Context: an optimization exercise on an open-source flow, tuned for small area. The choices shown serve that exercise and are no tape-out recipe.
The RTL was checked by simulation tests, not by an equivalence proof against the original design.
Power figures rest on the tool's default switching activity, not on a simulated workload.

Design matrix_io_top, start of the top module:
module matrix_io_top #(
    parameter int max_slots = 4,
    parameter int max_dim   = 5
) (
    input  logic                 clk,
    input  logic                 rst_n,
    input  matrix_io_pkg::elem_t rx_data,
    input  logic                 rx_done,
    input  logic                 config_en,
    input  logic                 print_trigger,
    input  logic [3:0]           sw_select,
    input  logic                 tx_busy,
    output matrix_io_pkg::elem_t tx_data,
    output logic                 tx_start,
    output logic [3:0]           slot_valid
);
clock: 10.0 ns
lec_check: 0
cap_margin: 20
core_margin: 2
core_utilization: 65
cts_buf_list: sky130_fd_sc_hd__clkbuf_8
cts_cluster_diameter: 50
cts_cluster_size: 20
place_density: 0.75
slew_margin: 20
standard.sh (not shown) runs the stock make flow with config.mk's settings and CLKGATE_MAP_FILE= SYNTH_SCRIPT=/design/flow/synth_recipe.tcl, a recipe that flattens the netlist after the stock synthesis.
==> flow/flow/run.sh <==
#!/bin/bash
# Own layout flow: the standard ORFS flow (standard.sh), with
#  - synthesis unchanged except for the ABC script, which maps for area
#    (amap) instead of the default delay-oriented mapping; registers are
#    mapped before ABC runs, so they are exactly the standard synthesis's;
#  - CTS without dummy loads;
#  - port buffers of the smallest buffer cell;
#  - no full/half-adder cell extraction before ABC.
# Every tool's output goes to the ORFS logs under orfs/logs; make's own
# output goes to flow_make.log in the work folder.
set -euo pipefail
cd "$(dirname "$0")/.."
W=$PWD

# synth.tcl with the ABC script replaced
python3 - "$FLOW_HOME/scripts/synth.tcl" "$W/flow/synth_area.tcl" "$W/flow/area.abc" <<'PY'
import sys
src, dst, abc = sys.argv[1:4]
t = open(src).read()
anchor = "source $::env(SCRIPTS_DIR)/synth_preamble.tcl\n"
assert anchor in t
t = t.replace(anchor, anchor +
    "set abc_args [list -script %s {*}$lib_args {*}$lib_dont_use_args]\n" % abc)
open(dst, "w").write(t)
PY
sed "s|source \$::env(SCRIPTS_DIR)/synth.tcl|source $W/flow/synth_area.tcl|" synth_recipe.tcl > flow/synth_recipe_area.tcl
grep -q "synth_area.tcl" flow/synth_recipe_area.tcl

# standard.sh with the synthesis script swapped
sed "s|SYNTH_SCRIPT=[^ ]*|SYNTH_SCRIPT=$W/flow/synth_recipe_area.tcl|" standard.sh > flow/standard_area.sh
grep -q "synth_recipe_area.tcl" flow/standard_area.sh

CTS_BUF=$(sed -n 's/.*CTS_BUF_LIST=\([^ ]*\).*/\1/p' standard.sh)
CTS_SIZE=$(sed -n 's/.*CTS_CLUSTER_SIZE=\([^ ]*\).*/\1/p' standard.sh)
CTS_DIAM=$(sed -n 's/.*CTS_CLUSTER_DIAMETER=\([^ ]*\).*/\1/p' standard.sh)
export CTS_ARGS="-sink_clustering_enable -repair_clock_nets -dont_use_dummy_load -sink_clustering_size $CTS_SIZE -sink_clustering_max_diameter $CTS_DIAM -buf_list $CTS_BUF"
export BUFFER_PORTS_ARGS="-buffer_cell sky130_fd_sc_hd__buf_1"
# leave adders to ABC instead of extracting full/half-adder cells
export ADDER_MAP_FILE=
if [[ -f flow/extra.env ]]; then source flow/extra.env; fi

bash flow/standard_area.sh > flow_make.log 2>&1
==> flow/flow/area.abc <==
strash
dc2
dch -f
amap
strash
dch -f
amap
topo
Next try:
- CTS_CLUSTER_SIZE: 20 -> 18
Result:
- total power climbs slightly
- worst setup slack got worse by 0.077 ns
- final cell count climbs slightly
- clock-buffer cell count climbs by 8
- die area does not change
- combinational power barely changes

* * *

matrix_io_top, a different RTL version from the one above (not shown whole).
For scale: ~2200 cells after synthesis, about 930 flip-flops, roughly 31 I/O pins, roughly 30000 sq um of cells after synthesis.
make LEC_CHECK=0 CAP_MARGIN=20 CORE_MARGIN=2 CORE_UTILIZATION=65 PLACE_DENSITY=0.75 SLEW_MARGIN=20 finish   # period 10.0 ns
run.sh (not shown) runs the stock make flow with config.mk's settings and CLKGATE_MAP_FILE= SYNTH_SCRIPT=/design/flow/synth_recipe.tcl, a recipe that flattens the netlist after the stock synthesis.
Stock flow here: none of the scripts above is used.
The first run ran to the end with no violations.
Then changed:
Settings changed: CTS_BUF_LIST set to sky130_fd_sc_hd__clkbuf_8, CTS_CLUSTER_DIAMETER set to 50, CTS_CLUSTER_SIZE set to 16.
Outcome: The changed run passed the timing, DRC and antenna checks; utilization went down by 3.5 points; worst setup slack gains 0.071 ns; clock skew went up by 0.0073 ns; die area does not change; first-iteration DRC count went down by roughly a tenth; maximum frequency went up slightly; clock power went down by well over a third; non-clock buffer count does not change.

* * *

Setup of JK:
Another version of the RTL of matrix_io_top (not shown whole).
For scale: about 31 I/O pins, about 0.029 sq mm of cells after synthesis.
export LEC_CHECK = 0
export CAP_MARGIN = 20
export CORE_MARGIN = 2
export CORE_UTILIZATION = 65
export CTS_BUF_LIST = sky130_fd_sc_hd__clkbuf_8
export CTS_CLUSTER_DIAMETER = 50
export CTS_CLUSTER_SIZE = 16
export PLACE_DENSITY = 0.75
export SLEW_MARGIN = 20
create_clock -name core_clock -period 10.0 [get_ports {clk}]
standard.sh (not shown) runs the stock make flow with config.mk's settings and CLKGATE_MAP_FILE= SYNTH_SCRIPT=/design/flow/synth_recipe.tcl, a recipe that flattens the netlist after the stock synthesis.
==> flow/flow/run.sh <==
#!/bin/bash
# Standard layout, unchanged.
cd "$(dirname "$0")/.."
bash standard.sh > standard.log 2>&1
JK ended with every stage complete and zero timing, DRC or antenna violations.
Modified inputs, MS compared to JK
- changing CTS_CLUSTER_SIZE from 16 to 22
==> flow/run.sh (new file) <==
#!/bin/bash
# synth_recipe.tcl (not shown) runs the flow's synth.tcl, then flattens the netlist and writes it again
# the make line also repeats each setting of config.mk as NAME=value (left out here)
make -C /OpenROAD-flow-scripts/flow DESIGN_CONFIG=/design/flow/config.mk WORK_HOME=/design/flow/orfs CLKGATE_MAP_FILE= SYNTH_SCRIPT=/design/flow/synth_recipe.tcl finish
removed: flow/flow/run.sh
removed: flow/standard.sh
Findings:
- MS finished end to end and its layout was clean on timing, DRC and antenna.
- On total power: MS sits below JK.
- Side by side, areal power density over the cells turned out lower in MS than in JK.
- Of JK and MS, the higher worst-margin pin slew belongs to MS.
- Changes observed in MS relative to JK: fmax ~0 delta; non-clock buffering overhead in the final layout held steady; number of inserted filler cells in the final layout moved up; flip-flop and latch share of the layout cell area saw an increase; switching part of the total power grew by 0.70 points.
- Portion of the layout cell area used by clock cells was higher in the run labelled JK.
- Number of buffers added by the clock tree synthesis step: MS vs JK down about 22%

[static timing again, ports no longer ideal]
How much do the figures lean on ideal ports? The routed layouts below were timed once more, with nothing changed but the port constraints.
Step 1 assumes that a clkbuf_16 drives the clock port and a buf_2 every other input.
Step 2 adds t to the input delays and takes it off the output delays; t is the mean of the earliest and latest rising clock arrival at the registers after step 1. Input paths then give back, and output paths get back, about the clock's delay inside the block.
Slacks: ideal ports / drivers / drivers and shift; pairs: ideal ports / drivers.
run	t (ns)	setup slack, ns	worst data-port slew with drivers (ns)	cell pins on the clock port's net
the first run of note 1	0.698	3.517 / 3.544 / 2.846	0.03	1
the second run of note 1	0.655	3.440 / 3.469 / 2.813	0.03	1
the first run of note 2	0.687	5.162 / 5.162 / 4.816	0.04	1
the second run of note 2	0.726	5.233 / 5.233 / 4.814	0.04	1
JK	0.712	4.933 / 4.933 / 4.417	0.04	1
MS	0.750	4.933 / 4.933 / 4.426	0.05	1
After both steps setup and hold are still met in every run listed. For the first run of note 1, which loses most, drivers alone change the setup slack by +0.027 ns; drivers and shift together by -0.671 ns.
